Background: an optimization exercise with open tools, aiming at small area and a short achievable clock period. Do not read the settings as production practice.
In this exercise RTL edits were held to simulation tests only and were not proved equivalent to the original.
Power is estimated from default activity; no workload was simulated.

v17:
Design alu_top, start of the top module:
module alu_top (
  input  wire        clk,
  input  wire        rst,
  input  wire        en,
  input  wire [70:0] req,
  output wire [15:0] res,
  output wire [3:0]  flags,
  output wire        done
);
Size in the first run: about 2200 cells after synthesis, ~21 flip-flops, about 95 I/O pins.
==> flow/config.mk <==
export PLATFORM = sky130hd
export DESIGN_NAME = alu_top
export DESIGN_NICKNAME = alu_top
export VERILOG_FILES = /design/flow/design.v
export SDC_FILE = /design/flow/constraint.sdc
export NUM_CORES = 4
export LEC_CHECK = 0
export ABC_AREA = 1
export CAP_MARGIN = 20
export CORE_MARGIN = 2
export CORE_UTILIZATION = 60
export PLACE_DENSITY = 0.75
export SETUP_SLACK_MARGIN = 5
export SLEW_MARGIN = 20
==> flow/constraint.sdc <==
create_clock -name core_clock -period 11.5 [get_ports {clk}]
set_input_delay 2.3000 -clock core_clock [delete_from_list [all_inputs] [get_ports {clk}]]
set_output_delay 2.3000 -clock core_clock [all_outputs]
set_load 0.01 [all_outputs]
standard.sh (not shown) runs the stock make flow with config.mk's settings and CLKGATE_MAP_FILE= SYNTH_SCRIPT=/design/flow/synth_recipe.tcl, a recipe that flattens the netlist after the stock synthesis.
==> flow/flow/run.sh <==
#!/bin/bash
# The standard layout with two changes: synthesis without full-adder
# extraction (ABC then sees and times the adder and multiplier logic whole),
# and the port buffers made from buf_1 rather than the delay cell
# buffer_ports picks by default.
set -euo pipefail
bash standard.sh ADDER_MAP_FILE= "BUFFER_PORTS_ARGS=-buffer_cell sky130_fd_sc_hd__buf_1" finish > standard.log 2>&1
v17 reached the final stage; the timing, DRC and antenna checks on its layout passed.
What v28 does differently from v17 at the input level:
- a change of CORE_UTILIZATION from 60 to 70
- a change of PLACE_DENSITY from 0.75 to 0.9
Notes after the runs:
- Maximum frequency (higher): v17
- Looking only at cell count, and setting everything else aside, the higher value of v17 and v28 goes to v17.
- Final RePlAce weighted congestion: higher on v28
- v28 ended with less wire length after detailed routing than v17.
- Comparing v17 and v28, maximum fanout along the worst path is higher on v17.
- Per the comparison of v28 with v17, worst hold slack fell by 0.042 ns, worst-case setup margin in the final layout fell by 0.15 ns, count of plain and timing-repair buffers rose by 2, sequential share of cell area stayed essentially flat.
Modified inputs, v4 compared to v28
- a change of CORE_UTILIZATION from 70 to 60
- a change of PLACE_DENSITY from 0.9 to 0.75
==> flow/flow/run.sh <==
#!/bin/bash
# The standard layout with two changes: synthesis without full-adder
# extraction (ABC then sees and times the adder and multiplier logic whole),
# and the port buffers made from buf_2 rather than the delay cell
# buffer_ports picks by default.
set -euo pipefail
bash standard.sh ADDER_MAP_FILE= "BUFFER_PORTS_ARGS=-buffer_cell sky130_fd_sc_hd__buf_2" finish > standard.log 2>&1
Notes after the runs:
v4 vs v28 on buffering stage count on the worst path with inverters included: v4 is the higher one.
Changes observed in v4 relative to v28: fmax climbed 0.92 MHz, critical-path maximum fanout dropped 4, final critical delay including setup and external delays dropped 0.036 ns.
For global-route wire length before repair, v28 and v4 come out practically identical.
First element of the critical path: req[68] -> v4, req[1] -> v28
Diff v28 -> v4 | routed length on met1 | increase of 1300 µm
Summary of v4 over v28: CTS buffer count ~0 delta, wire length after detailed routing +1100 µm, post-route cell area +about 2.4%, post-detailed-route via-to-cell ratio -about 5%.
Between v4 and v28, overall die area is lower for v28, v4 comes in above that.
What v6 does differently from v4 at the input level:
- changing CORE_UTILIZATION from 60 to 40
- removing PLACE_DENSITY (formerly 0.75)
==> flow/flow/run.sh <==
#!/bin/bash
# The standard layout with two changes: synthesis without full-adder
# extraction (ABC then sees and times the adder and multiplier logic whole),
# and the port buffers made from buf_2 rather than the delay cell
# buffer_ports picks by default; timing repair aims at 5.4 ns of setup slack.
set -euo pipefail
bash standard.sh ADDER_MAP_FILE= "BUFFER_PORTS_ARGS=-buffer_cell sky130_fd_sc_hd__buf_2" SETUP_SLACK_MARGIN=5.4 finish > standard.log 2>&1
Findings:
The lower number of fill cells in the layout came out of v4.
Starting DRC count in detailed routing: v6 better than v4
Higher worst setup slack goes to v6 over v4.
Post-route met1 wirelength: lower on v4
Sequential share of layout area (lower): v6
In the metrics for v4 and v6, the one carrying the lower total routed wirelength is v4.

Starting RTL as in the previous note.
clock: 11.5 ns
lec_check: 0
abc_area: 1
cap_margin: 20
core_margin: 2
core_utilization: 40
setup_slack_margin: 5
slew_margin: 20
==> flow/flow/run.sh <==
#!/bin/bash
# The standard layout with two changes: synthesis without full-adder
# extraction (ABC then sees and times the adder and multiplier logic whole),
# and the port buffers made from buf_2 rather than the delay cell
# buffer_ports picks by default.
set -euo pipefail
bash standard.sh ADDER_MAP_FILE= "BUFFER_PORTS_ARGS=-buffer_cell sky130_fd_sc_hd__buf_2" finish > standard.log 2>&1
Rerun with:
==> flow/flow/run.sh (replaced) <==
#!/bin/bash
# The standard layout with two changes: synthesis without full-adder
# extraction (ABC then sees and times the adder and multiplier logic whole),
# and the port buffers made from buf_1 rather than the delay cell
# buffer_ports picks by default; after global routing, cells on the 80% least critical paths are downsized (RECOVER_POWER).
set -euo pipefail
bash standard.sh ADDER_MAP_FILE= "BUFFER_PORTS_ARGS=-buffer_cell sky130_fd_sc_hd__buf_1" RECOVER_POWER=80 finish > standard.log 2>&1
CORE_UTILIZATION = 60   (was 40)
PLACE_DENSITY = 0.75   (was unset)
With this change the flow finished but failed the layout checks on max-capacitance violations, max-slew violations.
Cell count drops by 4.6%.
Maximum frequency drops by 26%.
Power drops by 3.4%.
Wire length drops by 4.5%.
First-iteration DRC count climbs by 9.0%.
Rerun with:
==> flow/flow/run.sh (replaced) <==
#!/bin/bash
# The standard layout with two changes: synthesis without full-adder
# extraction (ABC then sees and times the adder and multiplier logic whole),
# and the port buffers made from buf_1 rather than the delay cell
# buffer_ports picks by default; timing repair aims at 5.25 ns of setup slack.
set -euo pipefail
bash standard.sh ADDER_MAP_FILE= "BUFFER_PORTS_ARGS=-buffer_cell sky130_fd_sc_hd__buf_1" SETUP_SLACK_MARGIN=5.25 finish > standard.log 2>&1
Outcome: Now the flow went through all stages and came out clean. Worst hold slack gets better by 0.0030 ns. Worst setup slack gets better by 2.5 ns. Global-route usage grows by 0.16 points. Count of clock-buffer cells in the layout does not change. Synthesized area is unchanged. Design area grows by 2.2%. Non-clock buffer count grows by 14. Sequential cell count stays the same.
Rerun with:
==> flow/flow/run.sh (replaced) <==
#!/bin/bash
# The standard layout, with synthesis left to ABC alone: no full-adder
# extraction, so ABC sees (and times) the adder and multiplier logic whole.
set -euo pipefail
bash standard.sh ADDER_MAP_FILE= finish > standard.log 2>&1
CORE_UTILIZATION = 40   (was 60)
PLACE_DENSITY = unset   (was 0.75)
=> Design area grows by about 10%. Wire length rose by about 9%. Die area rises by about 50%. Hold slack gets worse by 0.035 ns. First-iteration DRC count falls by 20%. Power went up by about 5.6%. Count of clock-buffer cells in the layout is unchanged. Sequential share of layout area went down by 0.35 points.

## static timing again, ports no longer ideal
How much do the figures lean on ideal ports? The routed layouts below were timed once more, with nothing changed but the port constraints.
Step 1: set_driving_cell puts a clkbuf_16 on clk and a buf_2 on each other input, an assumption about the parent block.
Step 2 moves the port delays by t, midway between the first and last clock arrival at a register: inputs arrive t later, outputs are due t later. That takes back most of the time a late clock gives input paths.
a / b / c = ideal / step 1 / step 2; a / b = the first two.
run	t, ns	slack for setup (ns)	clock arrival spread, ns
v17	0.282	5.394 / 5.375 / 5.093	0.004 / 0.004
v28	0.280	5.245 / 5.252 / 4.973	0.003 / 0.003
v4	0.281	5.281 / 5.291 / 5.010	0.003 / 0.004
v6	0.279	5.664 / 5.591 / 5.313	0.003 / 0.003
the first run of note 2	0.278	5.228 / 5.241 / 4.963	0.004 / 0.004
the second run of note 2	0.282	2.985 / 2.981 / 2.699	0.004 / 0.004
the third run of note 2	0.281	5.533 / 5.537 / 5.256	0.002 / 0.002
the fourth run of note 2	0.283	5.195 / 5.202 / 4.919	0.002 / 0.002
The setup slack of v6, which loses most, moves by -0.073 ns with the drivers and by -0.351 ns with both steps.
